This design comes from an exercise in tuning for small area, a short achievable clock period and few clock cycles per item on the open sky130 flow, not from production work.
In this exercise RTL edits were held to simulation tests only and were not proved equivalent to the original.
Power and IR drop assume default switching activity.

==> flow/design.v (excerpt) <==
module bias_relu #(
  parameter int ROWS    = 4,
  parameter int COLS    = 4,
  parameter int RELU_EN = 1
) (
  input  logic                              clk,
  input  logic                              rst,
  input  logic                              enable,
  input  logic [ROWS-1:0][COLS-1:0][31:0]   matrix_in,
  input  logic [ROWS-1:0][31:0]             bias,
  output logic [ROWS-1:0][COLS-1:0][31:0]   result,
  output logic                              busy,
  output logic                              done
);
For scale: about 4800 cells after synthesis, about 500 flip-flops, about 1200 I/O pins.
Settings: LEC_CHECK=0, CAP_MARGIN=20, CORE_AREA=4 4 426 426, DIE_AREA=0 0 430 430, SETUP_SLACK_MARGIN=3.0, SLEW_MARGIN=20; clock period 6.5 ns.
standard.sh (not shown) runs the stock make flow with config.mk's settings and CLKGATE_MAP_FILE= SYNTH_SCRIPT=/design/flow/synth_recipe.tcl, a recipe that flattens the netlist after the stock synthesis.
==> flow/flow/run.sh <==
#!/bin/bash
# Own layout flow: the standard layout (standard.sh), with
#  - synthesis through flow/synth.tcl: the standard flow's synthesis script with ABC on
#    flow/abc.script (structural mapping, no restructuring) and without the
#    full/half-adder extraction, so the RTL's adder structure is kept;
#  - the port buffers made of sky130_fd_sc_hd__buf_1 instead of the cell
#    buffer_ports picks by default.
# make's output goes to standard_make.log; ORFS keeps each step's log in
# orfs/logs/.
set -euo pipefail
export OWN_WORK=$PWD
export OWN_ABC_SCRIPT=$PWD/flow/abc.script
export BUFFER_PORTS_ARGS="-buffer_cell sky130_fd_sc_hd__buf_1"
export CTS_ARGS="-sink_clustering_enable -repair_clock_nets -buf_list sky130_fd_sc_hd__clkbuf_8 -dont_use_dummy_load"
export PRE_IO_PLACEMENT_TCL=$PWD/flow/pins.tcl
bash standard.sh SYNTH_SCRIPT=$PWD/flow/synth.tcl ADDER_MAP_FILE= finish > standard_make.log 2>&1
==> flow/flow/abc.script <==
&get -n
&st
&dch
&nf
&put
buffer -c
topo
stime -c
upsize -c
dnsize -c
==> flow/flow/pins.tcl <==
# Pin order for io placement (run before place_pins as PRE_IO_PLACEMENT_TCL):
# one matrix row per die edge. Along an edge: elements 0 and 1 of the row,
# the row's bias, elements 2 and 3. Inside an element its input and output
# bits alternate from bit 0 up, so each element's adder sits next to its
# own pins. The control pins go in the middle of the bottom edge.
set edges {bottom right top left}
for {set r 0} {$r < 4} {incr r} {
  set names {}
  for {set c 0} {$c < 4} {incr c} {
    if {$c == 2} {
      for {set k 0} {$k < 32} {incr k} { lappend names "bias\[[expr {$r*32 + $k}]\]" }
      if {$r == 0} { lappend names clk rst enable busy done }
    }
    set base [expr {($r*4 + $c) * 32}]
    for {set k 0} {$k < 32} {incr k} {
      lappend names "matrix_in\[[expr {$base + $k}]\]" "result\[[expr {$base + $k}]\]"
    }
  }
  set_io_pin_constraint -pin_names $names -region [lindex $edges $r]:* -group -order
}
==> flow/flow/synth.tcl <==
proc abc {args} {
  set i [lsearch -exact $args -script]
  if {$i >= 0} { lset args [expr {$i + 1}] $::env(OWN_ABC_SCRIPT) }
  yosys abc {*}$args
}
source $::env(OWN_WORK)/synth_recipe.tcl
The starting point finished with timing, DRC and antenna clean.
Testbench counts at the start, summed over its fixed seeds: cycles 3,192, items 1,600.
Edit:
--- a/flow/flow/run.sh
+++ b/flow/flow/run.sh
@@ -13,4 +13,3 @@
 export BUFFER_PORTS_ARGS="-buffer_cell sky130_fd_sc_hd__buf_1"
-export CTS_ARGS="-sink_clustering_enable -repair_clock_nets -buf_list sky130_fd_sc_hd__clkbuf_8 -dont_use_dummy_load"
-export PRE_IO_PLACEMENT_TCL=$PWD/flow/pins.tcl
+export PLACE_PINS_ARGS="-min_distance 1 -min_distance_in_tracks"
 bash standard.sh SYNTH_SCRIPT=$PWD/flow/synth.tcl ADDER_MAP_FILE= finish > standard_make.log 2>&1
- CORE_AREA: 4 4 426 426 -> default
- CORE_MARGIN: default -> 2
- CORE_UTILIZATION: default -> 60
- DIE_AREA: 0 0 430 430 -> default
- PLACE_DENSITY: default -> 0.9
removed: flow/flow/pins.tcl
The changed run passed the timing, design-rule and antenna checks.
Fmax went up by a few percent.
Power went up by roughly a tenth.
Clock-buffer cell count went down by 19.
Die area went down by well over a third.
Synthesized area is unchanged.
Cell area went down by a few percent.
Setup slack is better by 73 ps.
Global-route usage went up by 28 points.
Register-to-register slack is worse by 60 ps.
Edit:
==> flow/flow/run.sh (replaced) <==
#!/bin/bash
# Own layout flow: the standard layout (standard.sh) with these changes:
#  - synthesis through flow/synth.tcl: the standard flow's synthesis script with ABC run
#    on flow/abc.script (structural mapping, no restructuring) and without
#    the full/half-adder extraction, so the RTL's prefix adder is kept;
#    registers are mapped before ABC, as in the standard synthesis;
#  - port buffers of sky130_fd_sc_hd__buf_1 instead of the cell buffer_ports
#    picks by default (repair may still upsize them);
#  - clock tree from sky130_fd_sc_hd__clkbuf_8 without dummy loads;
#  - pins placed by flow/pins.tcl: one matrix row per die edge, each
#    element's pins together, next to its adder.
# make's output goes to standard_make.log; ORFS keeps each step's log in
# orfs/logs/.
set -euo pipefail
export OWN_WORK=$PWD
export OWN_ABC_SCRIPT=$PWD/flow/abc.script
export BUFFER_PORTS_ARGS="-buffer_cell sky130_fd_sc_hd__buf_1"
export CTS_ARGS="-sink_clustering_enable -repair_clock_nets -buf_list sky130_fd_sc_hd__clkbuf_8 -dont_use_dummy_load"
export PRE_IO_PLACEMENT_TCL=$PWD/flow/pins.tcl
bash standard.sh SYNTH_SCRIPT=$PWD/flow/synth.tcl ADDER_MAP_FILE= finish > standard_make.log 2>&1
==> flow/flow/pins.tcl (new file) <==
# Pin order for io placement (run before place_pins as PRE_IO_PLACEMENT_TCL):
# one matrix row per die edge. Along an edge: elements 0 and 1 of the row,
# the row's bias, elements 2 and 3. Inside an element its input and output
# bits alternate from bit 0 up, so each element's adder sits next to its
# own pins. The control pins go in the middle of the bottom edge.
set edges {bottom right top left}
for {set r 0} {$r < 4} {incr r} {
  set names {}
  for {set c 0} {$c < 4} {incr c} {
    if {$c == 2} {
      for {set k 0} {$k < 32} {incr k} { lappend names "bias\[[expr {$r*32 + $k}]\]" }
      if {$r == 0} { lappend names clk rst enable busy done }
    }
    set base [expr {($r*4 + $c) * 32}]
    for {set k 0} {$k < 32} {incr k} {
      lappend names "matrix_in\[[expr {$base + $k}]\]" "result\[[expr {$base + $k}]\]"
    }
  }
  set_io_pin_constraint -pin_names $names -region [lindex $edges $r]:* -group -order
}
- CORE_AREA: default -> 4 4 426 426
- CORE_MARGIN: 2 -> default
- CORE_UTILIZATION: 60 -> default
- DIE_AREA: default -> 0 0 430 430
- PLACE_DENSITY: 0.9 -> default
- SETUP_SLACK_MARGIN: 3.0 -> 3.4
=> Design area climbs by a little under a tenth; worst setup slack improved by 290 ps; count of clock-buffer cells in the layout increases by 21.

static timing again, ports no longer ideal:
How much do the figures lean on ideal ports? The routed layouts below were timed once more, with nothing changed but the port constraints.
Step 1: set_driving_cell puts a clkbuf_16 on clk and a buf_2 on each other input, an assumption about the parent block.
Step 2, shift: input delay + t, output delay - t, t = (earliest + latest rising clock arrival at the registers) / 2. This alone moves slack from input paths to output paths.
a / b / c = no drivers / after step 1 / after step 2; a / b = the first two.
run	t, ns	setup slack, ns	worst hold slack (ns)	clock arrival spread, ns
the first run	0.792	2.943 / 2.959 / 2.167	0.466 / 0.466 / 0.466	0.050 / 0.050
the second run	0.718	3.016 / 2.996 / 2.278	0.472 / 0.472 / 0.472	0.048 / 0.048
the third run	0.824	3.310 / 3.324 / 2.500	0.468 / 0.468 / 0.468	0.048 / 0.048
After both steps setup and hold are still met in every run listed. The setup slack of the third run, which loses most, moves by +0.014 ns with the drivers and by -0.810 ns with both steps.
